This design comes from an exercise in tuning for small area on the open sky130 flow, not from production work. Function was checked by simulation only, so behaviour that the tests miss may differ from the original. Power and IR drop assume default switching activity.

## the baseline
==> flow/design.v (excerpt) <==
module pixel_compositor (
    input  logic        Clk,
    input  logic        Reset,
    input  logic        frame_start,
    input  logic        de,
    input  logic [9:0]  DrawX,
    input  logic [9:0]  DrawY,
    input  logic [9:0]  X,
    input  logic [9:0]  Y,
    input  logic [9:0]  size,
    input  logic [7:0]  x_vec,
    input  logic [7:0]  y_vec,
    input  logic        map_en,
    input  logic        wall_on,
    input  logic [11:0] wall_color,
    input  logic [11:0] memdata,
    output logic [3:0]  Red,
    output logic [3:0]  Green,
    output logic [3:0]  Blue,
    output logic        out_valid,
    output logic        dots_ready
);
    logic [9:0] x_lat, y_lat, s_lat;
    logic [7:0] xv_lat, yv_lat;
    logic       par_ok;
    logic [9:0] x_dot, y_dot;
    logic [7:0] xv_dot, yv_dot;
    logic       dot_ok;
    logic [3:0] cnt;
    logic       rdy;
    always_ff @(posedge Clk) begin
        if (frame_start) begin
            x_lat <= X; y_lat <= Y; s_lat <= size; xv_lat <= x_vec; yv_lat <= y_vec;
        end
        if (cnt == 4'd10 && !frame_start) begin
            x_dot <= x_lat; y_dot <= y_lat; xv_dot <= xv_lat; yv_dot <= yv_lat;
        end
    end
    always_ff @(posedge Clk) begin
        if (Reset) begin
            cnt <= '0; rdy <= 1'b0; par_ok <= 1'b0; dot_ok <= 1'b0;
        end else if (frame_start) begin
            cnt <= 4'd1; rdy <= 1'b0; par_ok <= 1'b1;
        end else if (cnt == 4'd10) begin
            cnt <= '0; rdy <= 1'b1; dot_ok <= 1'b1;
        end else if (cnt != 4'd0) begin
            cnt <= cnt + 4'd1;
        end
    end
    logic [8:0] hx, hy;
    logic       dot_hit;
    dot_axis u_dx (.d(DrawX[7:0]), .p(x_dot), .a(xv_dot), .hit(hx));
    dot_axis u_dy (.d(DrawY[7:0]), .p(y_dot), .a(yv_dot), .hit(hy));
        assign dot_hit = dot_ok ? |(hx & hy) : (DrawX[7:0] == 8'd0 && DrawY[7:0] == 8'd0);
    logic signed [10:0] ddx, ddy;
  ...
Size: roughly 120 flip-flops, roughly 110 I/O pins, about 0.014 mm2 of cells after synthesis.
==> module dot_axis, before the edit <==
module dot_axis (
    input  logic [7:0] d,
    input  logic [9:0] p,
    input  logic [7:0] a,
    output logic [8:0] hit
);
    logic [10:0] m3, m5, m7;
    logic [8:2]  c3;
    logic [9:3]  c5, c7;
    ha_cell h3 (.a(a[1]), .b(a[0]), .s(m3[1]), .co(c3[2]));
    for (genvar i = 2; i <= 7; i++) begin : g3
        fa_cell f (.a(a[i]), .b(a[i-1]), .c(c3[i]), .s(m3[i]), .co(c3[i+1]));
    end
    assign m3[0]     = a[0];
    assign m3[8]     = c3[8];
    assign m3[10:9]  = {2{a[7]}};
    ha_cell h5 (.a(a[2]), .b(a[0]), .s(m5[2]), .co(c5[3]));
    for (genvar i = 3; i <= 8; i++) begin : g5
        fa_cell f (.a(a[(i <= 7) ? i : 7]), .b(a[i-2]), .c(c5[i]), .s(m5[i]), .co(c5[i+1]));
    end
    assign m5[1:0] = a[1:0];
    assign m5[9]   = c5[9];
    assign m5[10]  = a[7];
    ha_cell h7 (.a(m3[2]), .b(a[0]), .s(m7[2]), .co(c7[3]));
    for (genvar i = 3; i <= 8; i++) begin : g7
        fa_cell f (.a(m3[i]), .b(a[i-2]), .c(c7[i]), .s(m7[i]), .co(c7[i+1]));
    end
    assign m7[1:0] = m3[1:0];
    assign m7[9]   = c7[9];
    assign m7[10]  = a[7];
    logic [5:0] h [9];
    logic [1:0] l [9];
    assign h[0] = 6'd0;                         assign l[0] = 2'd0;
    assign h[1] = {{4{a[7]}}, a[6:5]};          assign l[1] = a[4:3];
    assign h[2] = {{3{a[7]}}, a[6:4]};          assign l[2] = a[3:2];
    assign h[3] = m3[10:5];                     assign l[3] = m3[4:3];
    assign h[4] = {{2{a[7]}}, a[6:3]};          assign l[4] = a[2:1];
    assign h[5] = m5[10:5];                     assign l[5] = m5[4:3];
    assign h[6] = m3[9:4];                      assign l[6] = m3[3:2];
    assign h[7] = m7[10:5];                     assign l[7] = m7[4:3];
    assign h[8] = a[7:2];                       assign l[8] = a[1:0];
    logic [8:0] z;
    logic [8:1] cz;
    logic [7:0] nph;
    assign nph = ~p[9:2];
    assign z[0]  = d[0] ^ p[2];
    assign cz[1] = d[0] | nph[0];
    for (genvar i = 1; i <= 7; i++) begin : gz
        fa_cell f (.a(d[i]), .b(nph[i]), .c(cz[i]), .s(z[i]), .co(cz[i+1]));
    end
    assign z[8] = ~cz[8];
    logic       in0, in1;
    logic [5:0] w, wm;
    assign w   = z[5:0];
    assign wm  = w - 6'd1;
    assign in0 = (z[8:5] == 4'b0000) || (z[8:5] == 4'b1111);
    assign in1 = (z[8:5] == 4'b0000) || ((z[8:5] == 4'b1111) && (z[4:0] != 5'd0)) || (z == 9'd32);
    for (genvar k = 0; k < 9; k++) begin : gk
        logic [2:0] sk;
        logic       ak, bk;
        assign sk = {1'b0, l[k]} + {1'b0, p[1:0]};
        assign ak = (sk == 3'd3) || (sk == 3'd4) || (sk == 3'd5);
        assign bk = (sk == 3'd0) || (sk == 3'd1);
        assign hit[k] = (ak && in1 && (h[k] == wm)) || (bk && in0 && (h[k] == w));
    end
endmodule
Settings: LEC_CHECK=0, CAP_MARGIN=20, CORE_MARGIN=2, CORE_UTILIZATION=40, CTS_BUF_LIST=sky130_fd_sc_hd__clkbuf_8, SLEW_MARGIN=20, SYNTH_HIERARCHICAL=1; clock period 12.0 ns.
standard.sh (not shown) runs the stock make flow with config.mk's settings and CLKGATE_MAP_FILE= SYNTH_SCRIPT=/design/flow/synth_recipe.tcl, a recipe that flattens the netlist after the stock synthesis.
==> flow/flow/run.sh <==
#!/bin/bash
set -e
export BUFFER_PORTS_ARGS="-buffer_cell sky130_fd_sc_hd__buf_1"
export CTS_ARGS="-sink_clustering_enable -repair_clock_nets -buf_list sky130_fd_sc_hd__clkbuf_8 -dont_use_dummy_load"
bash standard.sh > standard_flow.log 2>&1
What the candidate does differently from the baseline at the input level:
--- a/flow/design.v
+++ b/flow/design.v
@@ -719,14 +719,15 @@
     assign w   = z[5:0];
     assign wm  = w - 6'd1;
     assign in0 = (z[8:5] == 4'b0000) || (z[8:5] == 4'b1111);
     assign in1 = (z[8:5] == 4'b0000) || ((z[8:5] == 4'b1111) && (z[4:0] != 5'd0)) || (z == 9'd32);
+    logic [3:0] qa, qb;
+    assign qa = {~(p[1] & p[0]), p[1] | p[0], p[1], p[1] & p[0]};
+    assign qb = {1'b0, 1'b0, ~p[1] & ~p[0], ~p[1]};
     for (genvar k = 0; k < 9; k++) begin : gk
-        logic [2:0] sk;
-        logic       ak, bk;
-        assign sk = {1'b0, l[k]} + {1'b0, p[1:0]};
-        assign ak = (sk == 3'd3) || (sk == 3'd4) || (sk == 3'd5);
-        assign bk = (sk == 3'd0) || (sk == 3'd1);
+        logic ak, bk;
+        assign ak = qa[l[k]];
+        assign bk = qb[l[k]];
         assign hit[k] = (ak && in1 && (h[k] == wm)) || (bk && in0 && (h[k] == w));
     end
 endmodule
 module sub4 (
### Flow results
The candidate vs. the baseline: smallest hold slack went up by 0.011 ns; number of logic stages on the critical path including buffering went up by 2. [compare] base=the baseline new=the candidate: achievable clock frequency went up by 0.97%; total wire length went down by about 1.6%; synthesized area went down by about 4%. Diff the baseline -> the candidate | die area | down by a few percent. Re register area: no difference whatsoever between the baseline and the candidate. Via count on the candidate is ahead of the baseline. Changes observed in the candidate relative to the baseline: post-layout instance area decreased 4.2%, part of the power in combinational logic went down 0.3 points.

Setup of run a:
pixel_compositor, a different RTL version from the one above (not shown whole).
Size: roughly 1300 cells after synthesis, ~120 flip-flops, roughly 110 I/O pins, ~14000 um^2 of cells after synthesis.
==> module pixel_compositor, before the edit <==
module pixel_compositor (
    input  logic        Clk,
    input  logic        Reset,
    input  logic        frame_start,
    input  logic        de,
    input  logic [9:0]  DrawX,
    input  logic [9:0]  DrawY,
    input  logic [9:0]  X,
    input  logic [9:0]  Y,
    input  logic [9:0]  size,
    input  logic [7:0]  x_vec,
    input  logic [7:0]  y_vec,
    input  logic        map_en,
    input  logic        wall_on,
    input  logic [11:0] wall_color,
    input  logic [11:0] memdata,
    output logic [3:0]  Red,
    output logic [3:0]  Green,
    output logic [3:0]  Blue,
    output logic        out_valid,
    output logic        dots_ready
);
    logic [9:0] x_lat, y_lat, s_lat;
    logic [7:0] xv_lat, yv_lat;
    logic       par_ok;
    logic [9:0] x_dot, y_dot;
    logic [7:0] xv_dot, yv_dot;
    logic       dot_ok;
    logic [3:0] cnt;
    logic       rdy;
    always_ff @(posedge Clk) begin
        if (frame_start) begin
            x_lat <= X; y_lat <= Y; s_lat <= size; xv_lat <= x_vec; yv_lat <= y_vec;
        end
        if (cnt == 4'd10 && !frame_start) begin
            x_dot <= x_lat; y_dot <= y_lat; xv_dot <= xv_lat; yv_dot <= yv_lat;
        end
    end
    always_ff @(posedge Clk) begin
        if (Reset) begin
            cnt <= '0; rdy <= 1'b0; par_ok <= 1'b0; dot_ok <= 1'b0;
        end else if (frame_start) begin
            cnt <= 4'd1; rdy <= 1'b0; par_ok <= 1'b1;
        end else if (cnt == 4'd10) begin
            cnt <= '0; rdy <= 1'b1; dot_ok <= 1'b1;
        end else if (cnt != 4'd0) begin
            cnt <= cnt + 4'd1;
        end
    end
    logic [8:0] hx, hy;
    logic       dot_hit;
    dot_axis u_dx (.d(DrawX[7:0]), .p(x_dot), .a(xv_dot), .hit(hx));
    dot_axis u_dy (.d(DrawY[7:0]), .p(y_dot), .a(yv_dot), .hit(hy));
        assign dot_hit = dot_ok ? |(hx & hy) : (DrawX[7:0] == 8'd0 && DrawY[7:0] == 8'd0);
    logic signed [10:0] ddx, ddy;
    logic               player_hit;
    sub4 u_sx (.d(DrawX[7:0]), .p(x_lat), .r(ddx));
    sub4 u_sy (.d(DrawY[7:0]), .p(y_lat), .r(ddy));
    logic disc_in;
    disc_le u_disc (.dx(ddx), .dy(ddy), .s(s_lat), .le(disc_in));
        assign player_hit = par_ok && disc_in;
    logic above, below, in_map;
    logic signed [9:0] col_w;
    assign col_w = $signed({1'b0, DrawY[9:1]}) - 10'sd120;
    assign above = col_w[9] && !memdata[7] && (memdata[6:0] <= ~col_w[6:0]);
    assign below = !col_w[9] && ({2'b0, memdata[7:0]} < ({1'b0, col_w[8:0]} + {9'd0, DrawY[0]}));
    assign in_map = map_en && (DrawX <= 10'd160) && (DrawY <= 10'd120);
    logic [11:0] rgb1, rgb2;
    logic        v1, v2;
    logic [11:0] col;
    always_comb begin
        if (in_map) begin
            if (dot_hit)         col = 12'hFFF;
            else if (player_hit) col = 12'hF70;
            else if (wall_on)    col = wall_color;
            else                 col = 12'h004;
        end else begin
            if (above)           col = 12'h337;
            else if (below)      col = 12'h733;
            else                 col = {3{memdata[11:8]}};
        end
    end
    always_ff @(posedge Clk) begin
        if (Reset) begin
            rgb1 <= '0; v1 <= 1'b0; rgb2 <= '0; v2 <= 1'b0;
        end else begin
            rgb1 <= de ? col : 12'h000;
            v1   <= de;
            rgb2 <= rgb1;
            v2   <= v1;
        end
    end
    assign {Red, Green, Blue} = rgb2;
    assign out_valid  = v2;
    assign dots_ready = rdy;
endmodule
Settings: LEC_CHECK=0, CAP_MARGIN=20, CORE_MARGIN=2, CORE_UTILIZATION=40, CTS_BUF_LIST=sky130_fd_sc_hd__clkbuf_8, SLEW_MARGIN=20, SYNTH_HIERARCHICAL=1; clock period 12.0 ns.
==> flow/flow/run.sh <==
#!/bin/bash
set -e
export BUFFER_PORTS_ARGS="-buffer_cell sky130_fd_sc_hd__buf_1"
bash standard.sh > standard_flow.log 2>&1
Input-level comparison between run b and run a:
--- a/flow/design.v
+++ b/flow/design.v
@@ -58,14 +58,11 @@
     sub4 u_sy (.d(DrawY[7:0]), .p(y_lat), .r(ddy));
     logic disc_in;
     disc_le u_disc (.dx(ddx), .dy(ddy), .s(s_lat), .le(disc_in));
         assign player_hit = par_ok && disc_in;
     logic above, below, in_map;
-    logic signed [9:0] col_w;
-    assign col_w = $signed({1'b0, DrawY[9:1]}) - 10'sd120;
-    assign above = col_w[9] && !memdata[7] && (memdata[6:0] <= ~col_w[6:0]);
-    assign below = !col_w[9] && ({2'b0, memdata[7:0]} < ({1'b0, col_w[8:0]} + {9'd0, DrawY[0]}));
+    col_cmp u_col (.y(DrawY), .m(memdata[7:0]), .above(above), .below(below));
     assign in_map = map_en && (DrawX <= 10'd160) && (DrawY <= 10'd120);
     logic [11:0] rgb1, rgb2;
     logic        v1, v2;
     logic [11:0] col;
     always_comb begin
@@ -746,5 +743,39 @@
     for (genvar i = 2; i <= 9; i++) begin : g
         fa_cell f (.a(d[i-2]), .b(np[i]), .c(c[i]), .s(r[i]), .co(c[i+1]));
     end
     assign r[10] = ~c[10];
 endmodule
+module col_cmp (
+    input  logic [9:0] y,
+    input  logic [7:0] m,
+    output logic       above,
+    output logic       below
+);
+    logic [9:0] w;
+    logic [9:4] cw;
+    assign w[2:0] = y[3:1];
+    assign w[3]   = ~y[4];
+    assign cw[4]  = y[4];
+    for (genvar i = 4; i <= 6; i++) begin : gw
+        assign w[i]    = y[i+1] ^ cw[i];
+        assign cw[i+1] = y[i+1] & cw[i];
+    end
+    assign w[7]  = ~(y[8] ^ cw[7]);
+    assign cw[8] = y[8] | cw[7];
+    assign w[8]  = ~(y[9] ^ cw[8]);
+    assign cw[9] = y[9] | cw[8];
+    assign w[9]  = ~cw[9];
+    logic [7:1] ca;
+    assign ca[1] = m[0] & w[0];
+    for (genvar i = 1; i <= 6; i++) begin : ga
+        assign ca[i+1] = (m[i] & w[i]) | (m[i] & ca[i]) | (w[i] & ca[i]);
+    end
+    assign above = w[9] & ~m[7] & ~ca[7];
+    logic [10:1] cb;
+    assign cb[1] = y[0];
+    for (genvar i = 1; i <= 8; i++) begin : gb
+        assign cb[i+1] = (w[i-1] & ~m[i-1]) | (w[i-1] & cb[i]) | (~m[i-1] & cb[i]);
+    end
+    assign cb[10] = w[8] | cb[9];
+    assign below = ~w[9] & cb[10];
+endmodule
[summary]
As far as number of pins exceeding their max-slew limit in the final report goes, run b and run a are indistinguishable; the numbers are identical. After synthesis and placement, the instance count of run b is below that of run a. Of run a and run b, run b shows the lower placed cell area, with run a above it. Diff run a -> run b: minimum period implied by the final worst setup slack now smaller; clock skew comparable; worst hold margin comparable; via count now smaller. As far as mux share of post-synthesis cell area is concerned, run b and run a perform about the same. The combined area of the multi-input logic cells of run b falls short of that of run a by 2.7%.

port drivers added, routing unchanged:
The results above use ideal ports. As a check the final layouts listed here were re-extracted and re-timed, cells and wires unchanged.
Step 1 assumes that a clkbuf_16 drives the clock port and a buf_2 every other input.
Step 2 times the ports against the registers' clock, not the clock port: input delays grow and output delays shrink by t, the midpoint of the rising clock arrivals with the driver on.
Slacks: no drivers / after step 1 / after step 2; pairs: no drivers / after step 1.
run	t (ns)	setup WS [ns]	worst hold slack (ns)	slew at the worst register clock pin (ns)	worst data-port slew with drivers (ns)
the baseline	0.484	0.983 / 0.998 / 0.514	0.409 / 0.409 / 0.409	0.09 / 0.09	0.06
the candidate	0.486	1.089 / 1.101 / 0.616	0.420 / 0.420 / 0.420	0.09 / 0.09	0.06
run a	0.510	1.007 / 1.024 / 0.514	0.421 / 0.421 / 0.421	0.09 / 0.09	0.07
run b	0.504	1.015 / 1.029 / 0.526	0.421 / 0.421 / 0.421	0.10 / 0.10	0.06
After both steps setup and hold are still met in every run listed. The setup slack of run a, which loses most, moves by +0.017 ns with the drivers and by -0.493 ns with both steps.
